Background: an optimization exercise with open tools, aiming at small area. Do not read the settings as production practice.
At most, simulation tests tie the RTL to the original design; equivalence was not proved.
The flow treats the clock pin as an ideal source, which a real chip does not have.

==> run a: inputs <==
## bus_message_endpoint
module bus_message_endpoint #(
  parameter logic [31:0] NODE_ID  = 32'd5,
  parameter int          TX_DEPTH = 4,
  parameter int          RX_DEPTH = 4
) (
  input  logic        clk,
  input  logic        rst_n,
  input  logic        flush,
  input  logic        core_val_i,
  output logic        core_ack_o,
  input  logic [31:0] core_dst_i,
  input  logic [31:0] core_tag_i,
  input  logic [63:0] core_msg_i,
  output logic        core_val_o,
  input  logic        core_rdy_i,
  output logic [31:0] core_src_o,
  output logic [31:0] core_tag_o,
  output logic [63:0] core_msg_o,
  output logic        net_tx_val_o,
  input  logic        net_tx_rdy_i,
  output logic [31:0] net_tx_dst_o,
  output logic [31:0] net_tx_src_o,
  output logic [31:0] net_tx_tag_o,
  output logic [63:0] net_tx_msg_o,
  input  logic        net_rx_val_i,
  output logic        net_rx_rdy_o,
  input  logic [31:0] net_rx_dst_i,
  input  logic [31:0] net_rx_src_i,
  input  logic [31:0] net_rx_tag_i,
  input  logic [63:0] net_rx_msg_i,
  output logic [15:0] drop_count_o
);
==> module bus_message_endpoint_fifo, before the edit <==
module bus_message_endpoint_fifo #(
  parameter int W     = 8,
  parameter int DEPTH = 4
) (
  input  logic         clk,
  input  logic         rst_n,
  input  logic         clear_i,
  input  logic         push_i,
  input  logic [W-1:0] wdata_i,
  input  logic         pop_i,
  output logic [W-1:0] rdata_o,
  output logic         full_o,
  output logic         empty_o
);
  localparam int AW = $clog2(DEPTH);
  localparam logic [AW:0] PTR_ONE = {{AW{1'b0}}, 1'b1};
  logic [W-1:0] mem_q [DEPTH];
  logic [AW:0]  wptr_q, wptr_d;
  logic [AW:0]  rptr_q, rptr_d;
  logic         push_ok, pop_ok;
  assign full_o  = (wptr_q[AW] != rptr_q[AW]) && (wptr_q[AW-1:0] == rptr_q[AW-1:0]);
  assign empty_o = (wptr_q == rptr_q);
  assign rdata_o = mem_q[rptr_q[AW-1:0]];
  assign push_ok = push_i & ~full_o & ~clear_i;
  assign pop_ok  = pop_i & ~empty_o & ~clear_i;
  always_comb begin
    wptr_d = wptr_q;
    rptr_d = rptr_q;
    if (clear_i) begin
      wptr_d = '0;
      rptr_d = '0;
    end else begin
      if (push_ok) wptr_d = wptr_q + PTR_ONE;
      if (pop_ok)  rptr_d = rptr_q + PTR_ONE;
    end
  end
  always_ff @(posedge clk or negedge rst_n) begin
    if (!rst_n) begin
      wptr_q <= '0;
      rptr_q <= '0;
      for (int i = 0; i < DEPTH; i++) mem_q[i] <= '0;
    end else begin
      wptr_q <= wptr_d;
      rptr_q <= rptr_d;
      if (push_ok) mem_q[wptr_q[AW-1:0]] <= wdata_i;
    end
  end
endmodule
==> module bus_message_endpoint, before the edit <==
module bus_message_endpoint #(
  parameter logic [31:0] NODE_ID  = 32'd5,
  parameter int          TX_DEPTH = 4,
  parameter int          RX_DEPTH = 4
) (
  input  logic        clk,
  input  logic        rst_n,
  input  logic        flush,
  input  logic        core_val_i,
  output logic        core_ack_o,
  input  logic [31:0] core_dst_i,
  input  logic [31:0] core_tag_i,
  input  logic [63:0] core_msg_i,
  output logic        core_val_o,
  input  logic        core_rdy_i,
  output logic [31:0] core_src_o,
  output logic [31:0] core_tag_o,
  output logic [63:0] core_msg_o,
  output logic        net_tx_val_o,
  input  logic        net_tx_rdy_i,
  output logic [31:0] net_tx_dst_o,
  output logic [31:0] net_tx_src_o,
  output logic [31:0] net_tx_tag_o,
  output logic [63:0] net_tx_msg_o,
  input  logic        net_rx_val_i,
  output logic        net_rx_rdy_o,
  input  logic [31:0] net_rx_dst_i,
  input  logic [31:0] net_rx_src_i,
  input  logic [31:0] net_rx_tag_i,
  input  logic [63:0] net_rx_msg_i,
  output logic [15:0] drop_count_o
);
  localparam int TXW = 160;
  localparam int RXW = 128;
  logic           active;
  logic           core_is_local, local_cand;
  logic           net_match, net_cand, contention;
  logic           local_grant, net_grant;
  logic           remote_ack, local_ack;
  logic           net_acc, net_drop;
  logic           tx_push, tx_pop, tx_full, tx_empty;
  logic           rx_push, rx_pop, rx_full, rx_empty;
  logic [TXW-1:0] tx_wdata, tx_head;
  logic [RXW-1:0] rx_wdata, rx_head;
  logic           last_local_q, last_local_d;
  logic [15:0]    drop_count_q, drop_count_d;
  assign active        = rst_n & ~flush;
  assign core_is_local = (core_dst_i == NODE_ID);
  assign local_cand    = core_val_i & core_is_local;
  assign net_match     = (net_rx_dst_i == NODE_ID);
  assign net_cand      = net_rx_val_i & net_match;
  assign contention    = local_cand & net_cand;
  assign local_grant = ~net_cand | ~last_local_q;
  assign net_grant   = ~local_cand | (net_cand & last_local_q);
  assign remote_ack = active & core_val_i & ~core_is_local & ~tx_full;
  assign local_ack  = active & local_cand & local_grant & ~rx_full;
  assign core_ack_o = remote_ack | local_ack;
  assign net_rx_rdy_o = active & (net_match ? (~rx_full & net_grant) : 1'b1);
  assign net_acc      = net_rx_val_i & net_rx_rdy_o & net_match;
  assign net_drop     = net_rx_val_i & net_rx_rdy_o & ~net_match;
  assign tx_push  = remote_ack;
  assign tx_wdata = {core_dst_i, NODE_ID, core_tag_i, core_msg_i};
  assign rx_push  = local_ack | net_acc;
  assign rx_wdata = local_ack ? {NODE_ID, core_tag_i, core_msg_i}
                              : {net_rx_src_i, net_rx_tag_i, net_rx_msg_i};
  assign core_val_o   = active & ~rx_empty;
  assign rx_pop       = core_val_o & core_rdy_i;
  assign net_tx_val_o = active & ~tx_empty;
  assign tx_pop       = net_tx_val_o & net_tx_rdy_i;
  assign {core_src_o, core_tag_o, core_msg_o}                 = rx_head;
  assign {net_tx_dst_o, net_tx_src_o, net_tx_tag_o, net_tx_msg_o} = tx_head;
  assign drop_count_o = drop_count_q;
  always_comb begin
    last_local_d = last_local_q;
    if (flush) begin
      last_local_d = 1'b0;
    end else if (contention && !rx_full) begin
      last_local_d = local_ack;
    end
  end
  always_comb begin
    drop_count_d = drop_count_q;
    if (net_drop && (drop_count_q != 16'hFFFF)) drop_count_d = drop_count_q + 16'd1;
  end
  always_ff @(posedge clk or negedge rst_n) begin
    if (!rst_n) begin
      last_local_q <= 1'b0;
      drop_count_q <= 16'd0;
    end else begin
      last_local_q <= last_local_d;
      drop_count_q <= drop_count_d;
    end
  end
  bus_message_endpoint_fifo #(.W(TXW), .DEPTH(TX_DEPTH)) u_tx_fifo (
    .clk     (clk),
    .rst_n   (rst_n),
    .clear_i (flush),
    .push_i  (tx_push),
    .wdata_i (tx_wdata),
    .pop_i   (tx_pop),
    .rdata_o (tx_head),
    .full_o  (tx_full),
    .empty_o (tx_empty)
  );
  bus_message_endpoint_fifo #(.W(RXW), .DEPTH(RX_DEPTH)) u_rx_fifo (
    .clk     (clk),
    .rst_n   (rst_n),
    .clear_i (flush),
    .push_i  (rx_push),
    .wdata_i (rx_wdata),
    .pop_i   (rx_pop),
    .rdata_o (rx_head),
    .full_o  (rx_full),
    .empty_o (rx_empty)
  );
endmodule
clock: 8.0 ns
lec_check: 0
cap_margin: 20
core_margin: 2
core_utilization: 40
slew_margin: 20
run.sh (not shown) runs the stock make flow with config.mk's settings and CLKGATE_MAP_FILE= SYNTH_SCRIPT=/design/flow/synth_recipe.tcl, a recipe that flattens the netlist after the stock synthesis.
==> run b (differences from run a) <==
--- a/flow/design.v
+++ b/flow/design.v
@@ -21,5 +21,10 @@
   assign full_o  = (wptr_q[AW] != rptr_q[AW]) && (wptr_q[AW-1:0] == rptr_q[AW-1:0]);
   assign empty_o = (wptr_q == rptr_q);
-  assign rdata_o = mem_q[rptr_q[AW-1:0]];
+  logic [DEPTH-1:0] rsel_n_q;
+  always_comb begin
+    rdata_o = '1;
+    for (int i = 0; i < DEPTH; i++)
+      rdata_o = rdata_o & (mem_q[i] | {W{rsel_n_q[i]}});
+  end
   assign push_ok = push_i & ~full_o & ~clear_i;
   assign pop_ok  = pop_i & ~empty_o & ~clear_i;
@@ -39,10 +44,14 @@
       wptr_q <= '0;
       rptr_q <= '0;
-      for (int i = 0; i < DEPTH; i++) mem_q[i] <= '0;
     end else begin
       wptr_q <= wptr_d;
       rptr_q <= rptr_d;
-      if (push_ok) mem_q[wptr_q[AW-1:0]] <= wdata_i;
     end
+  end
+  always_ff @(posedge clk) begin
+    for (int i = 0; i < DEPTH; i++) rsel_n_q[i] <= (rptr_d[AW-1:0] != AW'(i));
+  end
+  always_ff @(posedge clk) begin
+    if (push_ok) mem_q[wptr_q[AW-1:0]] <= wdata_i;
   end
 endmodule
@@ -79,5 +88,5 @@
   output logic [15:0] drop_count_o
 );
-  localparam int TXW = 160;
+  localparam int TXW = 128;
   localparam int RXW = 128;
   logic           active;
@@ -108,5 +117,5 @@
   assign net_drop     = net_rx_val_i & net_rx_rdy_o & ~net_match;
   assign tx_push  = remote_ack;
-  assign tx_wdata = {core_dst_i, NODE_ID, core_tag_i, core_msg_i};
+  assign tx_wdata = {core_dst_i, core_tag_i, core_msg_i};
   assign rx_push  = local_ack | net_acc;
   assign rx_wdata = local_ack ? {NODE_ID, core_tag_i, core_msg_i}
@@ -116,6 +125,7 @@
   assign net_tx_val_o = active & ~tx_empty;
   assign tx_pop       = net_tx_val_o & net_tx_rdy_i;
-  assign {core_src_o, core_tag_o, core_msg_o}                 = rx_head;
-  assign {net_tx_dst_o, net_tx_src_o, net_tx_tag_o, net_tx_msg_o} = tx_head;
+  assign {core_src_o, core_tag_o, core_msg_o}   = rx_head;
+  assign {net_tx_dst_o, net_tx_tag_o, net_tx_msg_o} = tx_head;
+  assign net_tx_src_o = NODE_ID;
   assign drop_count_o = drop_count_q;
   always_comb begin
==> flow/flow/run.sh (new file) <==
#!/bin/bash
# Standard layout (the standard.sh, standard synthesis unchanged), built with:
#  - the smallest buffer cell as the port buffers;
#  - a clock tree of clkbuf_4 cells over clusters of up to 9 flip-flops (50 um across), with no
#    dummy loads;
#  - an area recovery step after clock tree synthesis (flow/post_cts.tcl).
set -euo pipefail
here=$(pwd)
bash standard.sh \
  "BUFFER_PORTS_ARGS=-buffer_cell sky130_fd_sc_hd__buf_1" \
  "CTS_ARGS=-sink_clustering_enable -repair_clock_nets -dont_use_dummy_load -buf_list sky130_fd_sc_hd__clkbuf_4 -sink_clustering_size 9 -sink_clustering_max_diameter 50" \
  "POST_CTS_TCL=$here/flow/post_cts.tcl" \
  finish > "$here/standard.log" 2>&1
==> flow/flow/post_cts.tcl (new file) <==
# Area recovery after clock tree synthesis: downsize cells off the critical
# paths (any footprint), then legalize again.
estimate_parasitics -placement
repair_timing -recover_power 100 -verbose
detailed_placement
check_placement -verbose
estimate_parasitics -placement
report_worst_slack -max
report_worst_slack -min
==> flow/standard.sh (new file) <==
#!/bin/bash
# synth_recipe.tcl (not shown) runs the flow's synth.tcl, then flattens the netlist and writes it again
# the make line also repeats each setting of config.mk as NAME=value (left out here)
make -C /OpenROAD-flow-scripts/flow DESIGN_CONFIG=/design/flow/config.mk WORK_HOME=/design/flow/orfs CLKGATE_MAP_FILE= SYNTH_SCRIPT=/design/flow/synth_recipe.tcl "${@:-finish}"
- CORE_UTILIZATION: 40 -> 65
- PLACE_DENSITY: not set -> 0.75
removed: flow/run.sh
==> run c (differences from run a) <==
--- a/flow/design.v
+++ b/flow/design.v
@@ -1,2 +1,25 @@
+module bus_message_endpoint_store #(
+  parameter int W     = 8,
+  parameter int DEPTH = 4
+) (
+  input  logic             clk,
+  input  logic             hold_i,
+  input  logic             load_i,
+  input  logic [W-1:0]     wdata_i,
+  input  logic [DEPTH-1:0] rsel_n_i,
+  output logic [W-1:0]     rdata_o
+);
+  logic [W-1:0] mem_q [DEPTH];
+  always_ff @(posedge clk) begin
+    mem_q[0] <= (mem_q[0] & {W{hold_i}}) | (wdata_i & {W{load_i}});
+    for (int i = 1; i < DEPTH; i++)
+      mem_q[i] <= (mem_q[i] & {W{hold_i}}) | (mem_q[i-1] & {W{load_i}});
+  end
+  always_comb begin
+    rdata_o = '1;
+    for (int i = 0; i < DEPTH; i++)
+      rdata_o = rdata_o & (mem_q[i] | {W{rsel_n_i[i]}});
+  end
+endmodule
 module bus_message_endpoint_fifo #(
   parameter int W     = 8,
@@ -13,37 +36,33 @@
   output logic         empty_o
 );
-  localparam int AW = $clog2(DEPTH);
-  localparam logic [AW:0] PTR_ONE = {{AW{1'b0}}, 1'b1};
-  logic [W-1:0] mem_q [DEPTH];
-  logic [AW:0]  wptr_q, wptr_d;
-  logic [AW:0]  rptr_q, rptr_d;
-  logic         push_ok, pop_ok;
-  assign full_o  = (wptr_q[AW] != rptr_q[AW]) && (wptr_q[AW-1:0] == rptr_q[AW-1:0]);
-  assign empty_o = (wptr_q == rptr_q);
-  assign rdata_o = mem_q[rptr_q[AW-1:0]];
+  localparam int CW = $clog2(DEPTH + 1);
+  logic [CW-1:0]    count_q, count_d;
+  logic             push_ok, pop_ok;
+  logic [DEPTH-1:0] rsel_n_q;
+  assign full_o  = (count_q == CW'(DEPTH));
+  assign empty_o = (count_q == '0);
   assign push_ok = push_i & ~full_o & ~clear_i;
   assign pop_ok  = pop_i & ~empty_o & ~clear_i;
   always_comb begin
-    wptr_d = wptr_q;
-    rptr_d = rptr_q;
-    if (clear_i) begin
-      wptr_d = '0;
-      rptr_d = '0;
-    end else begin
-      if (push_ok) wptr_d = wptr_q + PTR_ONE;
-      if (pop_ok)  rptr_d = rptr_q + PTR_ONE;
-    end
+    count_d = count_q;
+    if (clear_i)               count_d = '0;
+    else if (push_ok & ~pop_ok) count_d = count_q + CW'(1);
+    else if (pop_ok & ~push_ok) count_d = count_q - CW'(1);
   end
   always_ff @(posedge clk or negedge rst_n) begin
-    if (!rst_n) begin
-      wptr_q <= '0;
-      rptr_q <= '0;
-      for (int i = 0; i < DEPTH; i++) mem_q[i] <= '0;
-    end else begin
-      wptr_q <= wptr_d;
-      rptr_q <= rptr_d;
-      if (push_ok) mem_q[wptr_q[AW-1:0]] <= wdata_i;
-    end
+    if (!rst_n) count_q <= '0;
+    else        count_q <= count_d;
   end
+  always_ff @(posedge clk) begin
+    for (int i = 0; i < DEPTH; i++) rsel_n_q[i] <= (count_d != CW'(i + 1));
+  end
+  bus_message_endpoint_store #(.W(W), .DEPTH(DEPTH)) u_store (
+    .clk      (clk),
+    .hold_i   (~push_ok),
+    .load_i   (push_ok),
+    .wdata_i  (wdata_i),
+    .rsel_n_i (rsel_n_q),
+    .rdata_o  (rdata_o)
+  );
 endmodule
 module bus_message_endpoint #(
@@ -79,5 +98,5 @@
   output logic [15:0] drop_count_o
 );
-  localparam int TXW = 160;
+  localparam int TXW = 128;
   localparam int RXW = 128;
   logic           active;
@@ -108,14 +127,15 @@
   assign net_drop     = net_rx_val_i & net_rx_rdy_o & ~net_match;
   assign tx_push  = remote_ack;
-  assign tx_wdata = {core_dst_i, NODE_ID, core_tag_i, core_msg_i};
+  assign tx_wdata = {core_dst_i, core_tag_i, core_msg_i};
   assign rx_push  = local_ack | net_acc;
-  assign rx_wdata = local_ack ? {NODE_ID, core_tag_i, core_msg_i}
-                              : {net_rx_src_i, net_rx_tag_i, net_rx_msg_i};
+  assign rx_wdata = (local_cand & local_grant) ? {NODE_ID, core_tag_i, core_msg_i}
+                                               : {net_rx_src_i, net_rx_tag_i, net_rx_msg_i};
   assign core_val_o   = active & ~rx_empty;
   assign rx_pop       = core_val_o & core_rdy_i;
   assign net_tx_val_o = active & ~tx_empty;
   assign tx_pop       = net_tx_val_o & net_tx_rdy_i;
-  assign {core_src_o, core_tag_o, core_msg_o}                 = rx_head;
-  assign {net_tx_dst_o, net_tx_src_o, net_tx_tag_o, net_tx_msg_o} = tx_head;
+  assign {core_src_o, core_tag_o, core_msg_o}       = rx_head;
+  assign {net_tx_dst_o, net_tx_tag_o, net_tx_msg_o} = tx_head;
+  assign net_tx_src_o = NODE_ID;
   assign drop_count_o = drop_count_q;
   always_comb begin
==> flow/flow/run.sh (new file) <==
#!/bin/bash
# Standard layout (the standard.sh, standard synthesis unchanged), built with:
#  - the smallest buffer cell as the port buffers;
#  - a clock tree of clkbuf_4 cells over clusters of up to 9 flip-flops (50 um across), with no
#    dummy loads;
#  - an area recovery step after clock tree synthesis (flow/post_cts.tcl).
set -euo pipefail
here=$(pwd)
bash standard.sh \
  "BUFFER_PORTS_ARGS=-buffer_cell sky130_fd_sc_hd__buf_1" \
  "CTS_ARGS=-sink_clustering_enable -repair_clock_nets -dont_use_dummy_load -buf_list sky130_fd_sc_hd__clkbuf_4 -sink_clustering_size 9 -sink_clustering_max_diameter 50" \
  "POST_CTS_TCL=$here/flow/post_cts.tcl" \
  finish > "$here/standard.log" 2>&1
==> flow/flow/post_cts.tcl (new file) <==
# Area recovery after clock tree synthesis: downsize cells off the critical
# paths (any footprint), then legalize again.
estimate_parasitics -placement
repair_timing -recover_power 100 -verbose
detailed_placement
check_placement -verbose
estimate_parasitics -placement
report_worst_slack -max
report_worst_slack -min
==> flow/standard.sh (new file) <==
#!/bin/bash
# synth_recipe.tcl (not shown) runs the flow's synth.tcl, then flattens the netlist and writes it again
# the make line also repeats each setting of config.mk as NAME=value (left out here)
make -C /OpenROAD-flow-scripts/flow DESIGN_CONFIG=/design/flow/config.mk WORK_HOME=/design/flow/orfs CLKGATE_MAP_FILE= SYNTH_SCRIPT=/design/flow/synth_recipe.tcl "${@:-finish}"
- CORE_UTILIZATION: 40 -> 65
- PLACE_DENSITY: not set -> 0.75
- SYNTH_HIERARCHICAL: not set -> 1
removed: flow/run.sh
==> notes.md <==
- The lowest final cell count belongs to run b, the highest to run a.
- Maximum frequency, lowest first: run a, run b, run c.
- Clock-buffer cell count: run c < run b < run a.
- Register-to-register slack, highest first: run b, run c, run a.
- Worst hold slack: run a is worse than run c (0.026 ns).
- Run b produced a clean layout. Run c completed with no timing, DRC or antenna violations. Run a went through all stages and came out clean.
- Global-route usage: run b is lower than run c (2.5 points).
- Routed wire length, lowest first: run b, run c, run a.
The RTL of run a and run c was laid out without a check of its function.

[re-timing with driven ports]
The results above use ideal ports. As a check the final layouts listed here were re-extracted and re-timed, cells and wires unchanged.
Step 1 assumes that a clkbuf_16 drives the clock port and a buf_2 every other input.
Step 2 also shifts input and output timing later by t, the mid clock arrival at the registers, as if the neighbouring blocks saw the same clock.
Three values: ideal, step 1, step 2; two values: the first two.
run | t, ns | setup WS [ns] | worst register clock-pin slew, ns | worst slew at a driven data input, ns | pins driven straight from the clock port
run a | 0.758 | 1.422 / 1.400 / 1.400 | 0.06 / 0.06 | 0.13 | 1
run b | 0.992 | 2.019 / 1.997 / 1.997 | 0.10 / 0.10 | 0.15 | 1
run c | 1.066 | 2.224 / 2.200 / 2.100 | 0.10 / 0.10 | 0.11 | 1
After both steps every run listed still meets setup and hold. The setup slack of run c, which loses most, moves by -0.024 ns with the drivers and by -0.124 ns with both steps.
